From an optimization exercise on the open Yosys and OpenROAD flow, aimed at small area, a short achievable clock period and few clock cycles per item; shortcuts taken in it are not production practice. In this exercise RTL edits were held to simulation tests only and were not proved equivalent to the original. Power is estimated from default activity; no workload was simulated.

**flow/flow/run.sh**
```bash
#!/bin/bash
# Standard layout, except that the port buffers are buf_2 cells rather than the slow
# delay-buffer cells buffer_ports picks by default. Each step's output goes to a log here.
set -euo pipefail
bash standard.sh synth > run_synth.log 2>&1
bash standard.sh "BUFFER_PORTS_ARGS=-buffer_cell sky130_fd_sc_hd__buf_2" finish > run_layout.log 2>&1
```
**flow/standard.sh**
```bash
#!/bin/bash
# synth_recipe.tcl (not shown) runs the flow's synth.tcl, then flattens the netlist and writes it again
# the make line also repeats each setting of config.mk as NAME=value (left out here)
make -C /OpenROAD-flow-scripts/flow DESIGN_CONFIG=/design/flow/config.mk WORK_HOME=/design/flow/orfs CLKGATE_MAP_FILE= SYNTH_SCRIPT=/design/flow/synth_recipe.tcl "${@:-finish}"
```
**flow/config.mk**
```make
export PLATFORM = sky130hd
export DESIGN_NAME = edge_interrupt_controller_64_top
export DESIGN_NICKNAME = edge_interrupt_controller_64_top
export VERILOG_FILES = /design/flow/design.v
export SDC_FILE = /design/flow/constraint.sdc
export NUM_CORES = 4
export LEC_CHECK = 0
export CAP_MARGIN = 20
export CORE_MARGIN = 2
export CORE_UTILIZATION = 40
export CTS_BUF_LIST = sky130_fd_sc_hd__clkbuf_16
export CTS_CLUSTER_DIAMETER = 120
export CTS_CLUSTER_SIZE = 24
export SETUP_SLACK_MARGIN = 2.1
export SLEW_MARGIN = 20
```
**flow/constraint.sdc**
```tcl
create_clock -name core_clock -period 4.0 [get_ports {clk}]
set_input_delay 0.8000 -clock core_clock [delete_from_list [all_inputs] [get_ports {clk}]]
set_output_delay 0.8000 -clock core_clock [all_outputs]
set_load 0.01 [all_outputs]
```
**flow/design.v**
```verilog
package eic64_pkg;
  localparam int NUM_BANKS  = 2;
  localparam int BANK_W     = 32;
  localparam int BANK_IDX_W = (NUM_BANKS > 1) ? $clog2(NUM_BANKS) : 1;
  typedef enum logic [1:0] {
    CMD_TICK  = 2'd0,
    CMD_READ  = 2'd1,
    CMD_WRITE = 2'd2
  } cmd_t;
  typedef enum logic [1:0] {
    KIND_ENABLE   = 2'd0,
    KIND_POLARITY = 2'd1,
    KIND_STATUS   = 2'd2
  } kind_t;
  typedef logic [BANK_W-1:0] word_t;
  typedef struct packed {
    logic [1:0]  cmd;
    logic [2:0]  reg_sel;
    logic [31:0] write_data;
    logic [31:0] levels_lo;
    logic [31:0] levels_hi;
  } req_t;
  typedef struct packed {
    logic [31:0] read_data;
    logic        irq_out;
  } res_t;
endpackage
module edge_interrupt_controller_64_top (
  input  logic             clk,
  input  logic             rst,
  input  logic             req_valid,
  output logic             req_stall,
  input  eic64_pkg::req_t  req,
  output logic             res_valid,
  input  logic             res_stall,
  output eic64_pkg::res_t  res
);
  logic [31:0] en0, en1, pol0, pol1, raw0, raw1, st0, st1;
  logic        a_valid;
  logic [5:0]  rsel;    
  logic accept, take, full;
  assign take      = ~res_valid | ~res_stall;
  assign full      = a_valid & ~take;
  assign req_stall = full;
  assign accept    = req_valid & ~full;
  wire [1:0]  cmd  = req.cmd;
  wire [2:0]  sel  = req.reg_sel;
  wire [31:0] wd   = req.write_data;
  wire [31:0] lv0  = req.levels_lo;
  wire [31:0] lv1  = req.levels_hi;
  wire is_tick = (cmd == 2'd0);
  wire is_rd   = (cmd == 2'd1);
  wire is_wr   = (cmd == 2'd2);
  wire tick    = accept & is_tick;
  wire wr      = accept & is_wr;
  wire w_en0  = wr & (sel == 3'd0);
  wire w_en1  = wr & (sel == 3'd1);
  wire w_pol0 = wr & (sel == 3'd2);
  wire w_pol1 = wr & (sel == 3'd3);
  wire w_st0  = wr & (sel == 3'd4);
  wire w_st1  = wr & (sel == 3'd5);
  wire [31:0] wdr = wd & {32{~rst}};
  wire [31:0] wdc = wd | {32{rst}};
  wire        tsel = is_tick & ~rst;
  wire [31:0] a0 = tsel ? lv0 : wdr;
  wire [31:0] a1 = tsel ? lv1 : wdr;
  always_ff @(posedge clk) begin
    if (rst | w_en0)  en0  <= wdr;
    if (rst | w_en1)  en1  <= wdr;
    if (rst | w_pol0) pol0 <= wdr;
    if (rst | w_pol1) pol1 <= wdr;
    if (rst | tick)   raw0 <= a0;
    if (rst | tick)   raw1 <= a1;
  end
  wire [31:0] s0 = en0 & ~(raw0 ^ pol0) & (a0 ^ raw0);
  wire [31:0] s1 = en1 & ~(raw1 ^ pol1) & (a1 ^ raw1);
  wire        do_set0 = ~rst & (tick | w_pol0);
  wire        do_set1 = ~rst & (tick | w_pol1);
  wire        do_clr0 = rst | w_st0;
  wire        do_clr1 = rst | w_st1;
  always_ff @(posedge clk) begin
    st0 <= (st0 & ~({32{do_clr0}} & wdc)) | ({32{do_set0}} & s0);
    st1 <= (st1 & ~({32{do_clr1}} & wdc)) | ({32{do_set1}} & s1);
  end
  always_ff @(posedge clk) begin
    if (rst) a_valid <= 1'b0;
    else     a_valid <= accept | full;
  end
  always_ff @(posedge clk) begin
    if (!full) begin
      rsel[0] <= is_rd & (sel == 3'd0);
      rsel[1] <= is_rd & (sel == 3'd1);
      rsel[2] <= is_rd & (sel == 3'd2);
      rsel[3] <= is_rd & (sel == 3'd3);
      rsel[4] <= is_rd & (sel == 3'd4);
      rsel[5] <= is_rd & (sel == 3'd5);
    end
  end
  wire [31:0] a_data = ({32{rsel[0]}} & en0)  | ({32{rsel[1]}} & en1)  |
                       ({32{rsel[2]}} & pol0) | ({32{rsel[3]}} & pol1) |
                       ({32{rsel[4]}} & st0)  | ({32{rsel[5]}} & st1);
  wire [32:0] a_res  = {a_data, (|st0) | (|st1)};
  always_ff @(posedge clk) begin
    if (rst)       res_valid <= 1'b0;
    else if (take) res_valid <= a_valid;
  end
  always_ff @(posedge clk) begin
    if (take) res <= a_res;
  end
endmodule
```
==> flow_summary.yaml, run 1 <==
outcome:
  run_status: "finished clean"
floorplan:
  design.die.area_mm2: 0.0350
  placeableCoreArea_mm2: 0.0333
  num_io_pins: 140
  rows: 67
  die-height_um: 187
  die_x_um: 187
  start_util: 0.403
power_and_ir_drop:
  comb_power_share: 0.121
  switching_power_mw: 1.56
  p_per_area_mw_per_mm2: 404
  p_sw_frac: 0.250
  power.total_mw: 6.26
  p_int_mw: 4.70
  power.share.sequential: 0.594
  power.share.clock: 0.285
  vdd_drop_max_mv: 0.261
  total_leakage_power_nw: 5.84
logic_synthesis:
  synth.net_count: 1126
  synth_area_mm2: 0.0134
  post_synthesis_area_per_instance_um2: 13.1
  synth-seq-area-share: 0.616
  synth_cell_types: 34
  gate_count_of_the_mapped_netlist: 1021
  yosys_warnings: 1
  yosys_register_bits: 297
layout:
  regMostFlops: "res"
  antenna_cells_inserted: 0
  syn_to_final_growth_pct: 15.7
  largest_register_ffs: 33
  finish.net_count: 1258
  final_core_utilization: 0.466
  nFillCells: 2993
  final_cell_count_no_fill: 1610
  design_area_mm2: 0.0155
  drive_gt1_frac: 0.297
worst_setup_path:
  timing.reg2reg.setup_slack_ns: 2.15
  worst_ep_arrival_time_ns: 1.14
  crit_buf_inv: 3
  critical_path.most_common_cell: "sky130_fd_sc_hd__buf_6"
  rr_endpoint: "res[0]"
  path_delay_family: "buffers and inverters"
  ordered_cell_list_for_the_critical_path: "buf_6 -> nand3_4 -> inv_4 -> buf_6"
  worstSetupPathDepth: 4
  timing.reg2reg.worst_path_depth: 3
  critical_path.reg2reg.startpoint: "st0[20]"
  critical_path_fanouts_max: 3
  endpoint_kind: "primary output"
  critPathKind: "in -> out"
  nature_of_the_critical_path_startpoint: "input port"
  cpPeakStageDelay_ns: 0.11
  worst-endpoint-required_ns: 3.20
  timing.critical_path.slowest_stage_cell: "sky130_fd_sc_hd__buf_6"
global_routing:
  grt_first_pass_wirelength_um: 56900
  via_count_of_the_first_global_routing_pass: 9319
  initial_antenna_violation_count: 0
  grt_max_degree: 43
  grt_use_total: 0.212
  gr-total-overflow: 0
sta:
  timing.fmax_mhz: 515
  final.hold.worst_slack_ns: 0.502
  final.setup.tns_ns: 0
  final_max_slew_violation_count: 0
  post-route-min-period_ns: 1.94
  finClkSkew_ns: 0.0241
  setup_viol_count_final: 0
  period_utilisation_layout: 0.486
  report.final.hold_viol_count: 0
  tightest_slew_ns: 0.988
  grt_setup_unrepaired: "true"
  finalWorstSetupSlack_ns: 2.06
  slew_headroom: 0.339
routing:
  detailedRoute.firstIterationViolations: 994
  routed_via_density: 5.80
  vias: 9335
  routed_wire_length_per_instance_um: 23.6
  drt_wl_total_um: 38100
  ant_nets_after_route: 0
  detailedRoute.firstPassIterationCount: 6
  drc_errors: 0
clock_network:
  worst_skew_pair.late_latency_ns: 0.52
  cts_max_level: 1
  clk_pin_slew_ns: 0.08
  ctsLongestPathBuffers: 3
  clock_sink_count: 297
  tritoncts_clock_tree: "done"
  clock-root-buffer: "sky130_fd_sc_hd__clkbuf_16"
  number_of_buffers_added_to_fix_hold_violations_after_cts: 0
  tritoncts.num_buffers: 16
hold_path:
  start_point_of_the_worst_hold_path: "a_valid"
  holdPathStages: 2
  worstHoldEndpoint: "res_valid"
  hold_path_class: "reg -> reg"
job:
  cap_viol_max_count: 0
placement:
  dpl.hpwl_um: 22400
  placed_cells: 1575
  dp_worst_setup_slack_ns: 1.09
  dpl_cell_area_mm2: 0.0148
  place_congestion: 0.808
  io_buffers: 139
layout make-up:
class | count | area [µm²] | area share
tap | 448 | 561 | 0.0361
sequential | 297 | 8260 | 0.533
clock inverter | 10 | 50.0 | 0.00323
clock buffer | 17 | 425 | 0.0274
inverter | 3 | 18.8 | 0.00121
multi-input combinational | 666 | 5130 | 0.331
timing repair buffer | 169 | 1070 | 0.0687
kinds of logic after synthesis:
kind of cell	Yosys count	synth area share
AND/OR/NAND/NOR	304	0.116
flip-flops	297	0.616
buffers and inverters	59	0.0256
multiplexers	64	0.0478
AO/OA/AOI/OAI	297	0.195
worst max-delay path by stage:
stage | start | to | slack [ns]
2_1_floorplan | req_valid | raw0[0] | 1.47
3_3_place_gp | rst | en1[19] | 1.13
3_5_place_dp | rst | en1[20] | 1.09
4_1_cts | res_valid | req_stall | 2.07
5_1_grt | res_valid | req_stall | 2.04
6_report | res_stall | req_stall | 2.06
placed cells by master, fill, tap and decap left out, drive strengths merged, types with 18 or more instances in the layout:
cell type  Yosys  layout
nor4          18      18
or2           65      65
a22o          64      64
a31o          64      64
nand2        132     132
nand3         34      34
buf           26     168
a21oi         65      65
a22oi         96      96
dfxtp         66      66
nor2b         33      33
edfxtp       231     231
mux2i         64      64
cell usage after synthesis (all sizes together):
master  count  area share
a21oi      65       0.024
a22o       64       0.071
a22oi      96       0.054
a31o       64       0.042
buf        26       0.016
clkbuf     30      0.0085
clkinv      1     0.00028
dfxtp      66       0.099
edfxtp    231        0.52
inv         2     0.00056
mux2i      64       0.048
nand2     132       0.037
nand2b      5      0.0023
nand3      34       0.013
nand4       4      0.0019
nor2        7      0.0020
nor2b      33       0.015
nor3        5      0.0031
nor4       18       0.011
o21a        2      0.0011
o21ai       1     0.00037
o21ba       1     0.00075
o31ai       4      0.0022
or2        65       0.030
or4         1     0.00056
power by group through the flow:
stage / sequential, mW / combinational (mW) / clock [mW]
finish: 3.72 / 0.759 / 1.78
global route: 3.75 / 0.815 / 1.93
CTS: 3.72 / 0.755 / 1.82
detailed placement: 3.78 / 0.728 / 0
global placement: 3.78 / 0.718 / 0
floorplan: 3.76 / 0.441 / 0
routing by layer:
metal,vias to the layer above,GRT usage,share of wire
met5,-,0,0
met1,4608,0.292,0.43
met2,447,0.349,0.47
li1,4211,-,-
met3,69,0.0315,0.074
met4,0,0.0598,0.027
what timing repair did:
| action | 4_1_cts | 5_1_grt |
|---|---|---|
| endpoints found under the setup margin | 261 | 83 |
| setup buffers | 6 | 0 |
| cloned | 2 | 0 |
| pin swaps | 2 | 2 |
| resized for setup | 24 | 16 |
worst min-delay path, delay by kind of cell, from the launching register on:
kind,cells,cell delay [ns]
flip-flops,1,0.36
AND/OR/NAND/NOR,1,0.07
AO/OA/AOI/OAI,1,0.05
Testbench counts, summed over its fixed seeds: cycles 26,686, items 24,000.
==> run 2: changes to the inputs <==
==> flow/flow/run.sh (replaced) <==
#!/bin/bash
# Standard layout, except that the port buffers are buf_1 cells rather than the slow
# delay-buffer cells buffer_ports picks by default. Each step's output goes to a log here.
set -euo pipefail
bash standard.sh synth > run_synth.log 2>&1
bash standard.sh "BUFFER_PORTS_ARGS=-buffer_cell sky130_fd_sc_hd__buf_1" finish > run_layout.log 2>&1
==> run 2 against run 1 <==
Effect of this change:
- non-clock buffer count up 10
- sequential cell count unchanged
- global-route usage up 0.21 points
- worst hold slack better by 0.0036 ns
- fmax up 1.5%
- clock-buffer cell count unchanged
- area after synthesis unchanged
- critical path depth unchanged
- register-to-register slack about the same
- clock skew down 0.0065 ns
- combinational power down 4.0%
- routed wire length up 1.4%
- critical path type unchanged
- critical endpoint unchanged
- highest routed layer unchanged
==> flow_summary.yaml, run 2 <==
clock_network:
  clock-root-buffer: "sky130_fd_sc_hd__clkbuf_16"
  ctsLongestPathBuffers: 3
  clock_sink_count: 297
  worst_skew_pair.late_latency_ns: 0.51
  clk_pin_slew_ns: 0.08
  tritoncts_clock_tree: "done"
  tritoncts.num_buffers: 16
  cts_max_level: 1
floorplan:
  num_io_pins: 140
  design.die.area_mm2: 0.0350
  placeableCoreArea_mm2: 0.0333
  die-height_um: 187
  die_x_um: 187
  rows: 67
  start_util: 0.403
worst_setup_path:
  critPathKind: "in -> out"
  path_delay_family: "buffers and inverters"
  timing.critical_path.slowest_stage_cell: "sky130_fd_sc_hd__buf_6"
  crit_buf_inv: 3
  ordered_cell_list_for_the_critical_path: "buf_8 -> nand3_4 -> inv_4 -> buf_6"
  cpPeakStageDelay_ns: 0.11
  endpoint_kind: "primary output"
  critical_path_fanouts_max: 3
  nature_of_the_critical_path_startpoint: "input port"
  worst_ep_arrival_time_ns: 1.11
  timing.reg2reg.worst_path_depth: 5
  worstSetupPathDepth: 4
  worst-endpoint-required_ns: 3.20
sta:
  grt_setup_unrepaired: "true"
  timing.fmax_mhz: 522
  slew_headroom: 0.424
  finClkSkew_ns: 0.0176
  final_max_slew_violation_count: 0
  period_utilisation_layout: 0.479
  post-route-min-period_ns: 1.91
  tightest_slew_ns: 0.864
  setup_viol_count_final: 0
  final.setup.tns_ns: 0
  report.final.hold_viol_count: 0
logic_synthesis:
  synth_area_mm2: 0.0134
  top_cells_by_area_in_the_synthesized_netlist: "sky130_fd_sc_hd__edfxtp_1 52%, sky130_fd_sc_hd__dfxtp_1 9.9%, sky130_fd_sc_hd__a22o_4 5.5%, sky130_fd_sc_hd__a22oi_1 5.4%, sky130_fd_sc_hd__mux2i_1 4.8%"
  synth-edff-count: 231
  synth_cell_types: 34
  synth.net_count: 1126
  post_synthesis_area_per_instance_um2: 13.1
  synth_largest_type_area_fraction: 0.517
  library_cell_with_the_largest_summed_area_after_synthesis: "sky130_fd_sc_hd__edfxtp_1"
  synthMostInstantiatedCell: "sky130_fd_sc_hd__edfxtp_1"
  yosys_register_bits: 297
  gate_count_of_the_mapped_netlist: 1021
  synthFlopType: "sky130_fd_sc_hd__edfxtp_1"
  synthTopCellsByCount: "231 x sky130_fd_sc_hd__edfxtp_1, 132 x sky130_fd_sc_hd__nand2_1, 96 x sky130_fd_sc_hd__a22oi_1"
  async_flop_share: 0
  yosys_warnings: 1
  synth-seq-area-share: 0.616
placement:
  io_buffers: 139
  place_congestion: 0.770
  placed_cells: 1580
  dpl.hpwl_um: 23500
routing:
  vias: 9501
  drc_errors: 0
  detailedRoute.firstPassIterationCount: 5
  drt_wl_total_um: 38600
  detailedRoute.firstIterationViolations: 1000
  ant_nets_after_route: 0
  routed_via_density: 5.86
  routed_wire_length_per_instance_um: 23.8
global_routing:
  initial_antenna_violation_count: 1
  grt_use_total: 0.214
  grt_first_pass_wirelength_um: 57100
  via_count_of_the_first_global_routing_pass: 9252
  grt_max_degree: 37
  gr-total-overflow: 0
power_and_ir_drop:
  p_per_area_mw_per_mm2: 405
  total_leakage_power_nw: 5.50
  power.total_mw: 6.26
  vdd_drop_max_mv: 0.238
layout:
  syn_to_final_growth_pct: 15.2
  layout.cells.most_common: "sky130_fd_sc_hd__edfxtp_1"
  final_core_utilization: 0.464
  nFillCells: 3027
  final_cell_count_no_fill: 1621
  finish.net_count: 1267
  most-common-layout-cells: "231 x sky130_fd_sc_hd__edfxtp_1, 132 x sky130_fd_sc_hd__buf_1, 130 x sky130_fd_sc_hd__nand2_1"
  regMostFlops: "res"
  largest_register_ffs: 33
  drive_gt1_frac: 0.187
hold_path:
  hold_path_class: "reg -> reg"
  holdPathStages: 2
job:
  cap_viol_max_count: 0
outcome:
  run_status: "finished clean"
## run 2: final timing paths
kind,slack [ns],to,start
worst max register to register,2.16,pol1[17],res_valid
worst max-delay path,2.09,req_stall,res_stall
worst min register to register,0.51,res_valid,a_valid
worst min-delay path,0.51,res_valid,a_valid
## run 2: cell type report
| cell class | instances | area (µm²) | area share |
|---|---|---|---|
| clock buffer | 17 | 425 | 0.0275 |
| clock inverter | 11 | 53.8 | 0.00348 |
| inverter | 3 | 13.8 | 0.000891 |
| timing repair buffer | 179 | 1030 | 0.0670 |
| antenna | 1 | 2.50 | 0.000162 |
| sequential | 297 | 8260 | 0.535 |
| tap | 448 | 561 | 0.0363 |
| multi-input combinational | 665 | 5090 | 0.330 |
## run 2: logic make-up (layout without fill, tap and decap cells)
logic type	Yosys count	in the layout	share of synthesized area
simple gates	304	304	0.116
flops	297	297	0.616
other cells	0	1	0
compound gates	297	297	0.195
mux	64	64	0.0478
buf+inv	59	210	0.0256
## run 2: where the power goes
part	total [mW]	switching (mW)	internal [mW]
clock network	1.80	1.01	0.787
registers	3.73	0.141	3.59
logic	0.729	0.420	0.309
## run 2: what timing repair did
action | CTS | global route
hold buffers | 0 | 0
buffers inserted | 10 | 2
pin swaps | 4 | 1
gates resized for setup | 24 | 8
cloned | 0 | 0
setup endpoints to repair | 321 | 82
## run 2: tightest hold or removal path, cell delays in order (launching register included)
cell and delay (ns):
sky130_fd_sc_hd__dfxtp_2 0.36, sky130_fd_sc_hd__a21oi_1 0.04, sky130_fd_sc_hd__nor2_1 0.07
## run 2: metal layers
layer	GRT usage	part of all wire	vias up
met5	0	0	-
met4	0.0668	0.029	0
li1	-	-	4235
met3	0.0244	0.067	76
met2	0.348	0.46	451
met1	0.302	0.44	4739
## run 2: through the flow
stage,worst slack (ns),area [µm²],hold slack [ns]
finish,2.09,15400,0.505
global route,2.05,15400,0.523
CTS,2.06,15400,0.508
detailed placement,0.972,14700,0.494
global placement,1.01,14700,0.486
floorplan,1.47,13700,0.476
==> run 3: changes to the inputs <==
--- a/flow/design.v
+++ b/flow/design.v
@@ -39,9 +39,10 @@
   logic        a_valid;
   logic [5:0]  rsel;    
   logic accept, take, full;
+  logic pend_q;
   assign take      = ~res_valid | ~res_stall;
   assign full      = a_valid & ~take;
-  assign req_stall = full;
+  assign req_stall = pend_q & res_stall;
   assign accept    = req_valid & ~full;
   wire [1:0]  cmd  = req.cmd;
   wire [2:0]  sel  = req.reg_sel;
@@ -101,8 +102,13 @@
                        ({32{rsel[4]}} & st0)  | ({32{rsel[5]}} & st1);
   wire [32:0] a_res  = {a_data, (|st0) | (|st1)};
   always_ff @(posedge clk) begin
-    if (rst)       res_valid <= 1'b0;
-    else if (take) res_valid <= a_valid;
+    if (rst) begin
+      res_valid <= 1'b0;
+      pend_q    <= 1'b0;
+    end else begin
+      if (take) res_valid <= a_valid;
+      pend_q <= (accept | full) & (take ? a_valid : res_valid);
+    end
   end
   always_ff @(posedge clk) begin
     if (take) res <= a_res;
==> flow/flow/run.sh (replaced) <==
#!/bin/bash
# Standard layout, with two changes: the port buffers are buf_1 cells rather than the slow
# delay-buffer cells buffer_ports picks by default, and after global routing an area
# recovery step (recover.tcl) downsizes gates that have slack to spare while keeping the
# setup slack margin. Each step's output goes to a log here.
set -euo pipefail
bash standard.sh synth > run_synth.log 2>&1
bash standard.sh "BUFFER_PORTS_ARGS=-buffer_cell sky130_fd_sc_hd__buf_1" \
  "POST_GLOBAL_ROUTE_TCL=$PWD/flow/recover.tcl" finish > run_layout.log 2>&1
==> flow/flow/recover.tcl (new file) <==
# Runs after global routing's own repair (ORFS POST_GLOBAL_ROUTE hook). Downsizes gates
# wherever slack allows (power recovery), then sizes up again only what is needed to keep
# the setup slack margin, without inserting buffers; then legalizes and reroutes what changed.
global_route -start_incremental
repair_timing -recover_power 100 -verbose
repair_timing -setup -setup_margin $::env(SETUP_SLACK_MARGIN) -repair_tns 100 -sequence sizeup,swap -verbose
detailed_placement
global_route -end_incremental
report_wns
==> run 3 against run 2 <==
Effect of this change:
- largest power group unchanged
- register-to-register slack lost 0.04 ns
- non-clock buffer count shrank 9
- routed wire length down 2.5%
- clock skew barely moved
- worst hold slack lost 0.017 ns
- first-iteration DRC count grew 12%
- setup slack worse by 0.016 ns
- design area shrank 3.3%
- clock-buffer cell count unchanged
- total power is 1.5% lower
- synthesized cell count grew 0.39%
==> flow_summary.yaml, run 3 <==
worst_setup_path:
  critPathKind: "in -> out"
  critical_path.most_common_cell: "sky130_fd_sc_hd__buf_6"
  timing.critical_path.slowest_stage_cell: "sky130_fd_sc_hd__and2_4"
  path_delay_family: "buffers and inverters"
  critical_path.reg2reg.startpoint: "st1[14]"
  cpPeakStageDelay_ns: 0.13
  nature_of_the_critical_path_startpoint: "input port"
  crit_start: "res_stall"
  worst-endpoint-required_ns: 3.20
  worst_ep_arrival_time_ns: 1.13
  endpoint_kind: "primary output"
  ordered_cell_list_for_the_critical_path: "buf_6 -> and2_4 -> buf_6"
  critical_path_fanouts_max: 3
  crit_buf_inv: 2
sta:
  setup_viol_count_final: 0
  final_max_slew_violation_count: 0
  period_utilisation_layout: 0.483
  finClkSkew_ns: 0.0175
  post-route-min-period_ns: 1.93
  slew_headroom: 0.359
  timing.fmax_mhz: 518
  tightest_slew_ns: 0.962
  final.hold.worst_slack_ns: 0.488
  report.final.hold_viol_count: 0
  final.setup.tns_ns: 0
routing:
  drt_wl_total_um: 37600
  routed_via_density: 5.80
  routed_wire_length_per_instance_um: 23.3
  detailedRoute.firstPassIterationCount: 5
  detailedRoute.firstIterationViolations: 1121
  drc_errors: 0
  ant_nets_after_route: 0
  vias: 9373
floorplan:
  rows: 67
  die-height_um: 188
  placeableCoreArea_mm2: 0.0334
  start_util: 0.406
  num_io_pins: 140
  die_x_um: 188
  design.die.area_mm2: 0.0354
hold_path:
  hold_path_class: "reg -> reg"
  start_point_of_the_worst_hold_path: "a_valid"
layout:
  layout.cells.most_common: "sky130_fd_sc_hd__edfxtp_1"
  largest_register_ffs: 33
  most-common-layout-cells: "231 x sky130_fd_sc_hd__edfxtp_1, 132 x sky130_fd_sc_hd__buf_1, 130 x sky130_fd_sc_hd__nand2_1"
  finish.net_count: 1263
  antenna_cells_inserted: 0
  syn_to_final_growth_pct: 10.0
  regMostFlops: "res"
  drive_gt1_frac: 0.146
global_routing:
  grt_first_pass_wirelength_um: 55600
  grt_use_total: 0.206
  via_count_of_the_first_global_routing_pass: 9219
  initial_antenna_violation_count: 1
  gr-total-overflow: 0
  grt_max_degree: 46
placement:
  place_congestion: 0.799
  io_buffers: 139
  dpl.hpwl_um: 22600
clock_network:
  worst_skew_pair.late_latency_ns: 0.51
  tritoncts_clock_tree: "done"
  clock_sink_count: 298
  tritoncts.num_buffers: 16
  clock-root-buffer: "sky130_fd_sc_hd__clkbuf_16"
  clk_pin_slew_ns: 0.08
  cts_resized: 17
  ctsLongestPathBuffers: 3
  number_of_buffers_added_to_fix_hold_violations_after_cts: 0
  cts_setup_buffers: 8
  cts_max_level: 1
job:
  cap_viol_max_count: 0
logic_synthesis:
  library_cell_with_the_largest_summed_area_after_synthesis: "sky130_fd_sc_hd__edfxtp_1"
  post_synthesis_area_per_instance_um2: 13.2
  synth_largest_type_area_fraction: 0.511
  synth-seq-area-share: 0.610
  top_cells_by_area_in_the_synthesized_netlist: "sky130_fd_sc_hd__edfxtp_1 51%, sky130_fd_sc_hd__dfxtp_1 9.9%, sky130_fd_sc_hd__a22o_4 7.7%, sky130_fd_sc_hd__a22oi_1 5.3%, sky130_fd_sc_hd__mux2i_1 4.7%"
  synthTopCellsByCount: "231 x sky130_fd_sc_hd__edfxtp_1, 132 x sky130_fd_sc_hd__nand2_1, 96 x sky130_fd_sc_hd__a22oi_1"
  synthFlopType: "sky130_fd_sc_hd__edfxtp_1"
  synth-edff-count: 231
  synthMostInstantiatedCell: "sky130_fd_sc_hd__edfxtp_1"
  async_flop_share: 0
  synth.net_count: 1130
  synth_area_mm2: 0.0136
  yosys_warnings: 1
  synth_cell_types: 36
  yosys_register_bits: 298
  gate_count_of_the_mapped_netlist: 1025
power_and_ir_drop:
  total_leakage_power_nw: 5.23
  p_per_area_mw_per_mm2: 413
  vdd_drop_max_mv: 0.284
outcome:
  run_status: "finished clean"
-- run 3: kinds of logic after synthesis --
kind of cell,share of synthesized area
adders and majority gates,0.000737
and+or+nand+nor,0.114
buffers and inverters,0.0253
AOI/OAI and AO/OA,0.203
muxes,0.0472
DFF,0.610
-- run 3: power breakdown --
group          internal, mW  switching (mW)  total (mW)
clock network         0.788            1.03        1.82
registers              3.58           0.119        3.69
logic                 0.256           0.400       0.655
total                  4.62            1.55        6.16
-- run 3: metal layers --
layer	share of wire	vias up	track usage
li1	-	4233	-
met1	0.44	4630	0.286
met2	0.46	444	0.336
met3	0.076	66	0.0278
met4	0.025	0	0.0612
met5	0	-	0
-- run 3: area by class of cell --
cell class	instances	area, µm²
Fill cell	3102	18500
Sequential cell	298	8280
Multi-Input combinational cell	667	4660
Timing Repair Buffer	170	937
Tap cell	448	561
Clock buffer	17	425
Clock inverter	11	53.8
Inverter	5	25.0
-- run 3: worst reg2reg max path, stage by stage, from the launching register on --
cell and delay [ns]:
sky130_fd_sc_hd__dfxtp_1 0.36, sky130_fd_sc_hd__nor4_4 0.41, sky130_fd_sc_hd__nand4_1 0.22, sky130_fd_sc_hd__or4_1 0.61
-- run 3: path summary, 6_finish.rpt --
check,endpoint,slack (ns),cells past startpoint
setup / recovery,req_stall,2.07,3
hold / removal,res_valid,0.49,2
setup reg to reg,res[0],2.12,3
hold reg to reg,res_valid,0.49,2
-- run 3: per-stage QoR --
| step | cell area, µm² | std cells | power [mW] | utilization | worst slack, ns |
|---|---|---|---|---|---|
| floorplan | 13700 | 1025 | 4.17 | - | 1.30 |
| global placement | 14700 | 1579 | 4.44 | 0.439 | 0.967 |
| detailed placement | 14700 | 1579 | 4.45 | 0.439 | 0.911 |
| CTS | 15400 | 1616 | 6.24 | 0.459 | 2.05 |
| finish | 14900 | 1616 | 6.16 | 0.447 | 2.07 |
Testbench counts of run 3, summed over its fixed seeds: cycles 26,686, items 24,000.
==> run 4: changes to the inputs <==
--- a/flow/config.mk
+++ b/flow/config.mk
@@ -9,7 +9,7 @@
 export CORE_MARGIN = 2
 export CORE_UTILIZATION = 40
 export CTS_BUF_LIST = sky130_fd_sc_hd__clkbuf_16
-export CTS_CLUSTER_DIAMETER = 120
-export CTS_CLUSTER_SIZE = 24
+export CTS_CLUSTER_DIAMETER = 150
+export CTS_CLUSTER_SIZE = 30
 export SETUP_SLACK_MARGIN = 2.1
 export SLEW_MARGIN = 20
==> run 4 against run 3 <==
Effect of this change:
- area after synthesis unchanged
- critical endpoint unchanged
- critical path depth did not move
- critical path type unchanged
- routed wire length shrank 0.78%
- synthesized cell count unchanged
- core utilization fell by 0.43 points
==> flow_summary.yaml, run 4 <==
outcome:
  run_status: "finished clean"
global_routing:
  gr-total-overflow: 0
  initial_antenna_violation_count: 1
  met3_usage: 0.0289
  grt_use_total: 0.204
  grt_first_pass_wirelength_um: 55200
  busiest_layer: "met2"
  via_count_of_the_first_global_routing_pass: 9112
  grt_max_degree: 46
  groute.layer.met1.usage: 0.285
  groute.layer.met2.usage: 0.335
layout:
  syn_to_final_growth_pct: 8.97
  antenna_cells_inserted: 0
  finish.net_count: 1260
  most-common-layout-cells: "231 x sky130_fd_sc_hd__edfxtp_1, 134 x sky130_fd_sc_hd__buf_1, 130 x sky130_fd_sc_hd__nand2_1"
  regMostFlops: "res"
  layout.cells.most_common: "sky130_fd_sc_hd__edfxtp_1"
  drive_gt1_frac: 0.143
  largest_register_ffs: 33
worst_setup_path:
  path_delay_family: "buffers and inverters"
  critical_path.most_common_cell: "sky130_fd_sc_hd__buf_6"
  critical_path_fanouts_max: 3
  critPathKind: "in -> out"
  nature_of_the_critical_path_startpoint: "input port"
  ordered_cell_list_for_the_critical_path: "buf_6 -> and2_4 -> buf_6"
  crit_buf_inv: 2
  worst_ep_arrival_time_ns: 1.13
  worst-endpoint-required_ns: 3.20
  cpPeakStageDelay_ns: 0.13
  endpoint_kind: "primary output"
  timing.critical_path.slowest_stage_cell: "sky130_fd_sc_hd__and2_4"
routing:
  routed_via_density: 5.79
  vias: 9309
  detailedRoute.firstPassIterationCount: 6
  ant_nets_after_route: 0
  drc_errors: 0
  detailedRoute.firstIterationViolations: 1087
  routed_wire_length_per_instance_um: 23.2
  drt_wl_total_um: 37300
logic_synthesis:
  synth_cell_types: 36
  synth_area_mm2: 0.0136
  yosys_warnings: 1
  top_cells_by_area_in_the_synthesized_netlist: "sky130_fd_sc_hd__edfxtp_1 51%, sky130_fd_sc_hd__dfxtp_1 9.9%, sky130_fd_sc_hd__a22o_4 7.7%, sky130_fd_sc_hd__a22oi_1 5.3%, sky130_fd_sc_hd__mux2i_1 4.7%"
  synth-seq-area-share: 0.610
  synthFlopType: "sky130_fd_sc_hd__edfxtp_1"
  async_flop_share: 0
  synthTopCellsByCount: "231 x sky130_fd_sc_hd__edfxtp_1, 132 x sky130_fd_sc_hd__nand2_1, 96 x sky130_fd_sc_hd__a22oi_1"
  yosys_register_bits: 298
  synth-edff-count: 231
  post_synthesis_area_per_instance_um2: 13.2
  library_cell_with_the_largest_summed_area_after_synthesis: "sky130_fd_sc_hd__edfxtp_1"
  synth_largest_type_area_fraction: 0.511
  synthMostInstantiatedCell: "sky130_fd_sc_hd__edfxtp_1"
  synth.net_count: 1130
  gate_count_of_the_mapped_netlist: 1025
floorplan:
  design.die.area_mm2: 0.0354
  rows: 67
  die-height_um: 188
  num_io_pins: 140
  start_util: 0.406
  placeableCoreArea_mm2: 0.0334
  die_x_um: 188
sta:
  setup_viol_count_final: 0
  post-route-min-period_ns: 1.93
  slew_headroom: 0.358
  final.setup.tns_ns: 0
  final_max_slew_violation_count: 0
  tightest_slew_ns: 0.964
  report.final.hold_viol_count: 0
  period_utilisation_layout: 0.483
  finalWorstSetupSlack_ns: 2.07
  timing.fmax_mhz: 518
  finClkSkew_ns: 0.00907
clock_network:
  tritoncts_clock_tree: "done"
  cts_setup_buffers: 8
  cts_max_level: 1
  clock-root-buffer: "sky130_fd_sc_hd__clkbuf_16"
  cts_resized: 20
  number_of_buffers_added_to_fix_hold_violations_after_cts: 0
  clk_pin_slew_ns: 0.11
  ctsLongestPathBuffers: 3
  tritoncts.num_buffers: 13
  worst_skew_pair.late_latency_ns: 0.50
  clock_sink_count: 298
job:
  cap_viol_max_count: 0
placement:
  io_buffers: 139
  dp_worst_setup_slack_ns: 0.911
  place_congestion: 0.799
  dpl.hpwl_um: 22600
power_and_ir_drop:
  total_leakage_power_nw: 5.16
  p_per_area_mw_per_mm2: 398
  vdd_drop_max_mv: 0.212
hold_path:
  hold_path_class: "reg -> reg"
-- run 4: cell counts after synthesis --
No cell type changed its count.
-- run 4: cell families (layout without fill, tap and decap cells) --
logic type,count (synthesis),after routing,share of synthesized area
buf+inv,61,196,0.0253
mux,64,64,0.0472
flops,298,298,0.610
simple gates,303,303,0.114
compound gates,298,299,0.203
fa+ha+maj,1,1,0.000737
-- run 4: layout make-up --
class	instances	area [µm²]
Sequential cell	298	8280
Fill cell	3104	18700
Tap cell	448	561
Inverter	5	25.0
Multi-Input combinational cell	667	4640
Timing Repair Buffer	170	933
Clock inverter	8	30.0
Clock buffer	13	325
-- run 4: through the flow --
step                      hold WS, ns  area, µm²  std cells  power [mW]  utilization
after floorplan                 0.450      13700       1025        4.17            -
after global placement          0.474      14700       1579        4.44        0.439
after detailed placement        0.480      14700       1579        4.45        0.439
after CTS                       0.495      15200       1609        5.97        0.456
final                           0.490      14800       1609        5.89        0.442
-- run 4: routing by layer --
metal  part of all wire  wire length [µm]
met4              0.020               733
met5                  0                 0
met1               0.44             16300
met3              0.072              2700
met2               0.47             17600
-- run 4: tightest hold or removal path, cell delays in order (launching register included) --
cell and delay [ns]:
sky130_fd_sc_hd__dfxtp_1 0.32, sky130_fd_sc_hd__inv_1 0.07, sky130_fd_sc_hd__a21oi_1 0.06
-- run 4: final timing paths --
kind             start        end  slack [ns]  cells past startpoint
max          res_stall  req_stall        2.07                      3
min            a_valid  res_valid        0.49                      2
max reg2reg    st1[14]     res[0]        2.13                      3
min reg2reg    a_valid  res_valid        0.49                      2
-- run 4: report_power, final --
part / internal (mW) / switching (mW)
Combinational: 0.254 / 0.397
Clock: 0.604 / 0.935
Sequential: 3.58 / 0.118

-- afterwards: timing with drivers on the ports --
The flow's constraints put no driver on any port. The routed layouts listed below were extracted and timed again, unchanged, in two steps.
Step 1: set_driving_cell puts a clkbuf_16 on clk and a buf_2 on each other input, an assumption about the parent block.
Step 2 moves the port delays by t, midway between the first and last clock arrival at a register: inputs arrive t later, outputs are due t later. That takes back most of the time a late clock gives input paths.
a / b / c = no drivers / after step 1 / after step 2; a / b = the first two.
run | shift t [ns] | setup slack, ns | clock arrival spread, ns | slew at the worst register clock pin (ns)
run 1 | 0.555 | 2.057 / 2.025 / 1.592 | 0.026 / 0.026 | 0.10 / 0.10
run 2 | 0.554 | 2.085 / 2.042 / 1.577 | 0.018 / 0.017 | 0.10 / 0.10
run 3 | 0.555 | 2.069 / 2.037 / 1.579 | 0.020 / 0.020 | 0.10 / 0.10
run 4 | 0.544 | 2.070 / 2.038 / 1.590 | 0.012 / 0.013 | 0.12 / 0.12
After both steps every run listed still meets setup and hold. The setup slack of run 2, which loses most, moves by -0.043 ns with the drivers and by -0.508 ns with both steps.
